What follows belongs to an exercise in optimizing a design on an open flow for small area; a production flow would make more cautious choices. In this exercise RTL edits were held to simulation tests only and were not proved equivalent to the original. Power is estimated from default activity; no workload was simulated.

==> onyx: inputs <==
==> flow/design.v <==
`default_nettype none
package cctv_pkg;
    localparam int frame_width  = 16;                          
    localparam int frame_height = 12;                          
    localparam int frame_pixels = frame_width * frame_height;  
    localparam int pix_addr_w   = $clog2(frame_pixels);        
    localparam int diff_count_w = $clog2(frame_pixels + 1);    
    localparam int line_cnt_w   = $clog2(frame_height + 1);    
    typedef logic [11:0]             rgb_t;         
    typedef logic [3:0]              gray_t;        
    typedef logic [pix_addr_w-1:0]   pix_addr_t;    
    typedef logic [diff_count_w-1:0] diff_count_t;  
    typedef logic [line_cnt_w-1:0]   line_cnt_t;    
    typedef logic [7:0]              cam_byte_t;    
    typedef logic [3:0]              pix_thresh_t;  
    typedef logic [7:0]              det_thresh_t;  
    typedef logic [7:0]              gray_sum_t;    
    localparam gray_sum_t gray_w_red   = 8'd5;
    localparam gray_sum_t gray_w_green = 8'd9;
    localparam gray_sum_t gray_w_blue  = 8'd2;
endpackage
`default_nettype wire
`timescale 1ns/1ps
`default_nettype none
module camera_capture (
    input  wire                   pclk,
    input  wire                   rst_n,
    input  wire                   href,
    input  wire                   vref,
    input  wire cctv_pkg::cam_byte_t ov7670_data,
    output logic                  pix_valid,    
    output cctv_pkg::rgb_t        pix_rgb,      
    output logic                  frame_end     
);
    logic       byte_phase;  
    logic       vref_d;      
    logic [6:0] first_byte;  
    assign pix_valid = href & byte_phase;
    assign pix_rgb = {first_byte[6:3],                  
                      first_byte[2:0], ov7670_data[7],  
                      ov7670_data[4:1]};                
    always_ff @(posedge pclk or negedge rst_n) begin
        if (!rst_n) begin
            byte_phase <= 1'b0;
            vref_d     <= 1'b0;
            frame_end  <= 1'b0;
        end else begin
            vref_d     <= vref;
            frame_end  <= vref & ~vref_d;
            byte_phase <= href & ~byte_phase;
        end
    end
    always_ff @(posedge pclk) begin
        first_byte <= {ov7670_data[7:4], ov7670_data[2:0]};
    end
endmodule
`default_nettype wire
`timescale 1ns/1ps
`default_nettype none
module motion_differ (
    input  wire                     pclk,
    input  wire                     rst_n,
    input  wire                     pix_valid,
    input  wire cctv_pkg::rgb_t     pix_rgb,
    input  wire                     frame_end,
    input  wire cctv_pkg::pix_thresh_t pixel_threshold,
    output logic                    diff_hit,     
    output logic                    frame_done
);
    localparam int ring_len = 8;
    localparam int n_rings  = cctv_pkg::frame_pixels / ring_len;
    localparam int ph_w     = $clog2(ring_len);
    localparam int q_len    = ring_len / 2;
    localparam int q_w      = $clog2(q_len + 1);
    cctv_pkg::gray_t     chain [cctv_pkg::frame_pixels];  
    cctv_pkg::gray_t     queue [1:q_len];                 
    logic [ph_w-1:0]     phase;       
    logic [q_w-1:0]      pending;     
    cctv_pkg::gray_sum_t gray_sum;
    cctv_pkg::gray_t     cur_gray;
    cctv_pkg::gray_t     prev_gray;
    logic                changed;
    cctv_pkg::gray_t     shift_in;
    logic [ph_w-1:0]     prev_slot;
    logic                shift;
    logic                shift_q;     
    logic                rotate_q;    
    logic                shift_next;
    logic [ph_w-1:0]     phase_next;
    logic [q_w-1:0]      pending_next;
    logic                primed;      
    logic [6:0]          red_blue;    
    logic [4:0]          diff;        
    logic [4:0]          neg_margin;  
    logic [4:0]          pos_margin;  
    assign red_blue = {1'b0, pix_rgb[11:8], 2'b0} + {3'b0, pix_rgb[3:0], 1'b0}
                    + {3'b0, pix_rgb[11:8]};
    assign gray_sum = {1'b0, red_blue} + {1'b0, pix_rgb[7:4], 3'b0}
                    + {4'b0, pix_rgb[7:4]};
    assign cur_gray = gray_sum[7:4];
    assign prev_slot = ph_w'(ring_len - 1) - ph_w'(pending) + phase;
    assign prev_gray = chain[cctv_pkg::frame_pixels - ring_len + int'(prev_slot)];
    assign diff       = {1'b0, cur_gray} - {1'b0, prev_gray};
    assign neg_margin = {1'b0, pixel_threshold} + diff;
    assign pos_margin = diff - {1'b0, pixel_threshold} - 5'd1;
    assign changed    = diff[4] ? neg_margin[4] : ~pos_margin[4];
    assign pending_next = pending + q_w'(pix_valid) - q_w'(shift);
    assign phase_next   = shift ? phase : phase + ph_w'(1);
    assign shift_next   = (phase_next == '0) & (pending_next != '0);
    assign shift        = shift_q;
    assign shift_in     = queue[pending];
    always_ff @(posedge pclk) begin
        for (int m = 0; m < n_rings; m++) begin
            if (m == 0)
                chain[0] <= ({4{shift_q}}  & shift_in) |
                            ({4{rotate_q}} & chain[ring_len-1]);
            else
                chain[m*ring_len] <= ({4{shift_q}}  & chain[m*ring_len-1]) |
                                     ({4{rotate_q}} & chain[m*ring_len+ring_len-1]);
            for (int j = 1; j < ring_len; j++)
                chain[m*ring_len+j] <= chain[m*ring_len+j-1];
        end
        if (pix_valid) begin
            queue[1] <= cur_gray;
            for (int k = 2; k <= q_len; k++)
                queue[k] <= queue[k-1];
        end
    end
    always_ff @(posedge pclk or negedge rst_n) begin
        if (!rst_n) begin
            phase      <= '0;
            pending    <= '0;
            shift_q    <= 1'b0;
            rotate_q   <= 1'b1;
            diff_hit   <= 1'b0;
            frame_done <= 1'b0;
            primed     <= 1'b0;
        end else begin
            phase      <= phase_next;
            pending    <= pending_next;
            shift_q    <= shift_next;
            rotate_q   <= ~shift_next;
            frame_done <= frame_end;
            if (frame_end) primed <= 1'b1;
            diff_hit <= pix_valid & primed & changed;
        end
    end
endmodule
`default_nettype wire
`timescale 1ns/1ps
`default_nettype none
module motion_counter (
    input  wire                     pclk,
    input  wire                     rst_n,
    input  wire                     diff_hit,
    input  wire                     frame_done,
    input  wire cctv_pkg::det_thresh_t detection_threshold,
    output logic                    motion_detected,
    output logic [15:0]             motion_detected_led,
    output cctv_pkg::diff_count_t   diff_pixel_cnt,
    output logic                    motion_update
);
    cctv_pkg::diff_count_t run_cnt;   
    always_ff @(posedge pclk or negedge rst_n) begin
        if (!rst_n) begin
            run_cnt         <= '0;
            motion_update   <= 1'b0;
            motion_detected <= 1'b0;
            diff_pixel_cnt  <= '0;
        end else begin
            motion_update <= frame_done;
            if (frame_done) begin
                run_cnt         <= '0;    
                diff_pixel_cnt  <= run_cnt;
                motion_detected <= (run_cnt > detection_threshold);
            end else if (diff_hit) begin
                run_cnt <= run_cnt + cctv_pkg::diff_count_t'(1);
            end
        end
    end
    assign motion_detected_led = {16{motion_detected}};
endmodule
`default_nettype wire
`timescale 1ns/1ps
`default_nettype none
module cctv_motion_top (
    input  wire                     pclk,
    input  wire                     rst_n,
    input  wire                     href,
    input  wire                     vref,
    input  wire cctv_pkg::cam_byte_t   ov7670_data,
    input  wire cctv_pkg::pix_thresh_t pixel_threshold,
    input  wire cctv_pkg::det_thresh_t detection_threshold,
    output logic                    motion_detected,
    output logic [15:0]             motion_detected_led,
    output cctv_pkg::diff_count_t   diff_pixel_cnt,
    output logic                    motion_update
);
    logic           pix_valid;
    cctv_pkg::rgb_t pix_rgb;
    logic           frame_end;
    logic           diff_hit;
    logic           frame_done;
    camera_capture u_capture (
        .pclk        (pclk),
        .rst_n       (rst_n),
        .href        (href),
        .vref        (vref),
        .ov7670_data (ov7670_data),
        .pix_valid   (pix_valid),
        .pix_rgb     (pix_rgb),
        .frame_end   (frame_end)
    );
    motion_differ u_differ (
        .pclk            (pclk),
        .rst_n           (rst_n),
        .pix_valid       (pix_valid),
        .pix_rgb         (pix_rgb),
        .frame_end       (frame_end),
        .pixel_threshold (pixel_threshold),
        .diff_hit        (diff_hit),
        .frame_done      (frame_done)
    );
    motion_counter u_counter (
        .pclk                (pclk),
        .rst_n               (rst_n),
        .diff_hit            (diff_hit),
        .frame_done          (frame_done),
        .detection_threshold (detection_threshold),
        .motion_detected     (motion_detected),
        .motion_detected_led (motion_detected_led),
        .diff_pixel_cnt      (diff_pixel_cnt),
        .motion_update       (motion_update)
    );
endmodule
`default_nettype wire
==> flow/flow/run.sh <==
#!/bin/bash
# The standard layout (the standard.sh, synthesis included, unchanged)
# with two settings of its own:
#  - the port buffers are the smallest buffer, sky130_fd_sc_hd__buf_1;
set -euo pipefail
bash standard.sh \
  "BUFFER_PORTS_ARGS=-buffer_cell sky130_fd_sc_hd__buf_1" \
  "CTS_ARGS=-sink_clustering_enable -repair_clock_nets -buf_list sky130_fd_sc_hd__clkbuf_8 -sink_clustering_size 20 -sink_clustering_max_diameter 60 -dont_use_dummy_load" \
  finish > make_finish.log 2>&1
==> flow/standard.sh <==
#!/bin/bash
# synth_recipe.tcl (not shown) runs the flow's synth.tcl, then flattens the netlist and writes it again
# the make line also repeats each setting of config.mk as NAME=value (left out here)
make -C /OpenROAD-flow-scripts/flow DESIGN_CONFIG=/design/flow/config.mk WORK_HOME=/design/flow/orfs CLKGATE_MAP_FILE= SYNTH_SCRIPT=/design/flow/synth_recipe.tcl "${@:-finish}"
==> flow/config.mk <==
export PLATFORM = sky130hd
export DESIGN_NAME = cctv_motion_top
export DESIGN_NICKNAME = cctv_motion_top
export VERILOG_FILES = /design/flow/design.v
export SDC_FILE = /design/flow/constraint.sdc
export NUM_CORES = 4
export LEC_CHECK = 0
export CAP_MARGIN = 20
export CORE_MARGIN = 2
export CORE_UTILIZATION = 65
export PLACE_DENSITY = 0.9
export SLEW_MARGIN = 20
==> flow/constraint.sdc <==
create_clock -name core_clock -period 7.0 [get_ports {pclk}]
set_input_delay 1.4000 -clock core_clock [delete_from_list [all_inputs] [get_ports {pclk}]]
set_output_delay 1.4000 -clock core_clock [all_outputs]
set_load 0.01 [all_outputs]
==> willow: changes against onyx <==
==> flow/design.v, changed modules only <==
module motion_differ (
    input  wire                     pclk,
    input  wire                     rst_n,
    input  wire                     pix_valid,
    input  wire cctv_pkg::rgb_t     pix_rgb,
    input  wire                     frame_end,
    input  wire cctv_pkg::pix_thresh_t pixel_threshold,
    output logic                    diff_hit,     
    output logic                    frame_done
);
    localparam int ring_len = 8;
    localparam int n_rings  = cctv_pkg::frame_pixels / ring_len;
    localparam int ph_w     = $clog2(ring_len);
    localparam int q_len    = ring_len / 2;
    localparam int q_w      = $clog2(q_len + 1);
    cctv_pkg::gray_t     chain [cctv_pkg::frame_pixels];  
    cctv_pkg::gray_t     queue [1:q_len];                 
    logic [ph_w-1:0]     phase;       
    logic [q_w-1:0]      pending;     
    cctv_pkg::gray_sum_t gray_sum;
    cctv_pkg::gray_t     cur_gray;
    cctv_pkg::gray_t     prev_gray;
    logic                changed;
    cctv_pkg::gray_t     shift_in;
    logic [ph_w-1:0]     prev_slot;
    logic                shift;
    logic                primed;      
    assign gray_sum = {2'b0, pix_rgb[11:8], 2'b0} + {4'b0, pix_rgb[11:8]}
                    + {1'b0, pix_rgb[7:4], 3'b0} + {4'b0, pix_rgb[7:4]}
                    + {3'b0, pix_rgb[3:0], 1'b0};
    assign cur_gray = gray_sum[7:4];
    assign prev_slot = ph_w'(ring_len - 1) - ph_w'(pending) + phase;
    assign prev_gray = chain[cctv_pkg::frame_pixels - ring_len + int'(prev_slot)];
    assign changed = ({1'b0, cur_gray}  > {1'b0, prev_gray} + {1'b0, pixel_threshold}) |
                     ({1'b0, prev_gray} > {1'b0, cur_gray}  + {1'b0, pixel_threshold});
    assign shift    = (phase == '0) & (pix_valid | (pending != '0));
    assign shift_in = (pending == '0) ? cur_gray : queue[pending];
    always_ff @(posedge pclk) begin
        for (int m = 0; m < n_rings; m++) begin
            if (m == 0)
                chain[0] <= shift ? shift_in : chain[ring_len-1];
            else
                chain[m*ring_len] <= shift ? chain[m*ring_len-1]
                                           : chain[m*ring_len+ring_len-1];
            for (int j = 1; j < ring_len; j++)
                chain[m*ring_len+j] <= chain[m*ring_len+j-1];
        end
        if (pix_valid) begin
            queue[1] <= cur_gray;
            for (int k = 2; k <= q_len; k++)
                queue[k] <= queue[k-1];
        end
    end
    always_ff @(posedge pclk or negedge rst_n) begin
        if (!rst_n) begin
            phase      <= '0;
            pending    <= '0;
            diff_hit   <= 1'b0;
            frame_done <= 1'b0;
            primed     <= 1'b0;
        end else begin
            if (!shift)
                phase <= phase + ph_w'(1);
            pending    <= pending + q_w'(pix_valid) - q_w'(shift);
            frame_done <= frame_end;
            if (frame_end) primed <= 1'b1;
            diff_hit <= pix_valid & primed & changed;
        end
    end
endmodule
==> flow/flow/run.sh (replaced) <==
#!/bin/bash
# The standard layout, with the port buffers made from the smallest buffer
# and the clock tree built without dummy loads.
set -euo pipefail
bash standard.sh \
  "BUFFER_PORTS_ARGS=-buffer_cell sky130_fd_sc_hd__buf_1" \
  "CTS_ARGS=-sink_clustering_enable -repair_clock_nets -buf_list sky130_fd_sc_hd__clkbuf_8 -sink_clustering_size 20 -sink_clustering_max_diameter 50 -dont_use_dummy_load" \
  finish > make_finish.log 2>&1
CTS_CLUSTER_DIAMETER = 100   (was default)
CTS_CLUSTER_SIZE = 32   (was default)
PLACE_DENSITY = 0.75   (was 0.9)
==> fjord: changes against onyx <==
==> flow/design.v, changed modules only <==
module motion_differ (
    input  wire                     pclk,
    input  wire                     rst_n,
    input  wire                     pix_valid,
    input  wire cctv_pkg::rgb_t     pix_rgb,
    input  wire                     frame_end,
    input  wire cctv_pkg::pix_thresh_t pixel_threshold,
    output logic                    diff_hit,     
    output logic                    frame_done
);
    localparam int ring_len = 8;
    localparam int n_rings  = cctv_pkg::frame_pixels / ring_len;
    localparam int ph_w     = $clog2(ring_len);
    localparam int q_len    = ring_len / 2;
    localparam int q_w      = $clog2(q_len + 1);
    cctv_pkg::gray_t     chain [cctv_pkg::frame_pixels];  
    cctv_pkg::gray_t     queue [1:q_len];                 
    logic [ph_w-1:0]     phase;       
    logic [q_w-1:0]      pending;     
    cctv_pkg::gray_sum_t gray_sum;
    cctv_pkg::gray_t     cur_gray;
    cctv_pkg::gray_t     prev_gray;
    cctv_pkg::gray_t     abs_diff;
    cctv_pkg::gray_t     shift_in;
    logic [ph_w-1:0]     prev_slot;
    logic                shift;
    logic                primed;      
    assign gray_sum = cctv_pkg::gray_sum_t'(pix_rgb[11:8]) * cctv_pkg::gray_w_red
                    + cctv_pkg::gray_sum_t'(pix_rgb[7:4])  * cctv_pkg::gray_w_green
                    + cctv_pkg::gray_sum_t'(pix_rgb[3:0])  * cctv_pkg::gray_w_blue;
    assign cur_gray = gray_sum[7:4];
    assign prev_slot = ph_w'(ring_len - 1) - ph_w'(pending) + phase;
    assign prev_gray = chain[cctv_pkg::frame_pixels - ring_len + int'(prev_slot)];
    assign abs_diff  = (cur_gray > prev_gray) ? cur_gray - prev_gray
                                              : prev_gray - cur_gray;
    assign shift    = (phase == '0) & (pix_valid | (pending != '0));
    assign shift_in = (pending == '0) ? cur_gray : queue[pending];
    always_ff @(posedge pclk) begin
        for (int m = 0; m < n_rings; m++) begin
            if (m == 0)
                chain[0] <= shift ? shift_in : chain[ring_len-1];
            else
                chain[m*ring_len] <= shift ? chain[m*ring_len-1]
                                           : chain[m*ring_len+ring_len-1];
            for (int j = 1; j < ring_len; j++)
                chain[m*ring_len+j] <= chain[m*ring_len+j-1];
        end
        if (pix_valid) begin
            queue[1] <= cur_gray;
            for (int k = 2; k <= q_len; k++)
                queue[k] <= queue[k-1];
        end
    end
    always_ff @(posedge pclk or negedge rst_n) begin
        if (!rst_n) begin
            phase      <= '0;
            pending    <= '0;
            diff_hit   <= 1'b0;
            frame_done <= 1'b0;
            primed     <= 1'b0;
        end else begin
            if (!shift)
                phase <= phase + ph_w'(1);
            pending    <= pending + q_w'(pix_valid) - q_w'(shift);
            frame_done <= frame_end;
            if (frame_end) primed <= 1'b1;
            diff_hit <= pix_valid & primed & (abs_diff > pixel_threshold);
        end
    end
endmodule
==> flow/flow/run.sh (replaced) <==
#!/bin/bash
# The standard layout, with the port buffers made from the smallest buffer
# and the clock tree built without dummy loads.
set -euo pipefail
bash standard.sh \
  "BUFFER_PORTS_ARGS=-buffer_cell sky130_fd_sc_hd__buf_1" \
  "CTS_ARGS=-sink_clustering_enable -repair_clock_nets -buf_list sky130_fd_sc_hd__clkbuf_8 -sink_clustering_size 22 -sink_clustering_max_diameter 60 -dont_use_dummy_load" \
  finish > make_finish.log 2>&1
CTS_CLUSTER_DIAMETER = 100   (was default)
CTS_CLUSTER_SIZE = 32   (was default)
PLACE_DENSITY = 0.75   (was 0.9)
==> results.yml <==
status:
  status: "complete, no violations"
sta:
  tightest_slew_ns: 0.8143
pwr:
  power_leakage_nw: 8.780
  irDropWorstVdd_uv: 280.2
  p_clk_mw: 1.87
  p_sw_mw: 1.840
layout:
  signal_buffers: 51
  post-route-cell-area_um2: 21260
synth:
  synthDistinctLibCells: 51
  async_reset_ff_frac: 0.03654
  synth_top_family_by_area: "multiplexers"
  synth.top_cell.area_share: 0.7701
  muxShareOfSynthArea: 0.06944
critical_path:
  r2r_slack_ns: 2.25
  cp_data_arrival_time_ns: 5.17
place:
  dp.cells: 1604
global_route:
  grt_max_degree: 53
clock_tree:
  cts.sinks: 821
route:
  avgViaCountPerCell: 4.762
[end of results for willow]
==> results.yml <==
status:
  status: "complete, no violations"
pwr:
  power_leakage_nw: 8.931
  p_clk_mw: 1.78
  irDropWorstVdd_uv: 285.1
global_route:
  grt_max_degree: 54
place:
  dp.cells: 1647
sta:
  tightest_slew_ns: 0.8761
synth:
  synth_top_family_by_area: "multiplexers"
  synthDistinctLibCells: 54
  synth.top_cell.area_share: 0.7667
route:
  avgViaCountPerCell: 4.732
critical_path:
  cp_data_arrival_time_ns: 6.30
  r2r_slack_ns: 1.15
clock_tree:
  cts.sinks: 821
[end of results for fjord]
==> results.yml <==
layout:
  post-route-cell-area_um2: 20710
  signal_buffers: 50
synth:
  synth_top_family_by_area: "compound AO/OA/AOI/OAI gates"
  muxShareOfSynthArea: 0.01743
  synth.top_cell.area_share: 0.7919
  async_reset_ff_frac: 0.03888
  synthDistinctLibCells: 42
  ys_ff_latch: 823
pwr:
  p_sw_mw: 1.740
  p_clk_mw: 1.85
  power_leakage_nw: 8.410
sta:
  tightest_slew_ns: 1.059
route:
  met3_length_um: 748
  avgViaCountPerCell: 4.891
critical_path:
  cp_data_arrival_time_ns: 5.98
  r2r_slack_ns: 2.05
place:
  dp.cells: 1566
floorplan:
  die_w_um: 177.6
status:
  status: "complete, no violations"
[end of results for onyx]

static timing again, ports no longer ideal:
How much do the figures lean on ideal ports? The routed layouts below were timed once more, with nothing changed but the port constraints. Step 1 sets driving cells, clkbuf_16 on the clock port and buf_2 on the other inputs (assumed; they add their load-dependent delay and slew). Step 2 moves the port delays by t, midway between the first and last clock arrival at a register: inputs arrive t later, outputs are due t later. That takes back most of the time a late clock gives input paths. Slacks: ideal ports / drivers / drivers and shift; pairs: ideal ports / drivers.
| run | t, ns | slack for setup (ns) | worst data-port slew with drivers (ns) |
|---|---|---|---|
| onyx | 0.616 | 1.492 / 1.518 / 0.902 | 0.06 |
| willow | 0.609 | 2.249 / 2.249 / 1.678 | 0.04 |
| fjord | 0.608 | 1.145 / 1.145 / 0.906 | 0.05 |
After both steps every run listed still meets setup and hold. The setup slack of onyx, which loses most, moves by +0.026 ns with the drivers and by -0.590 ns with both steps.
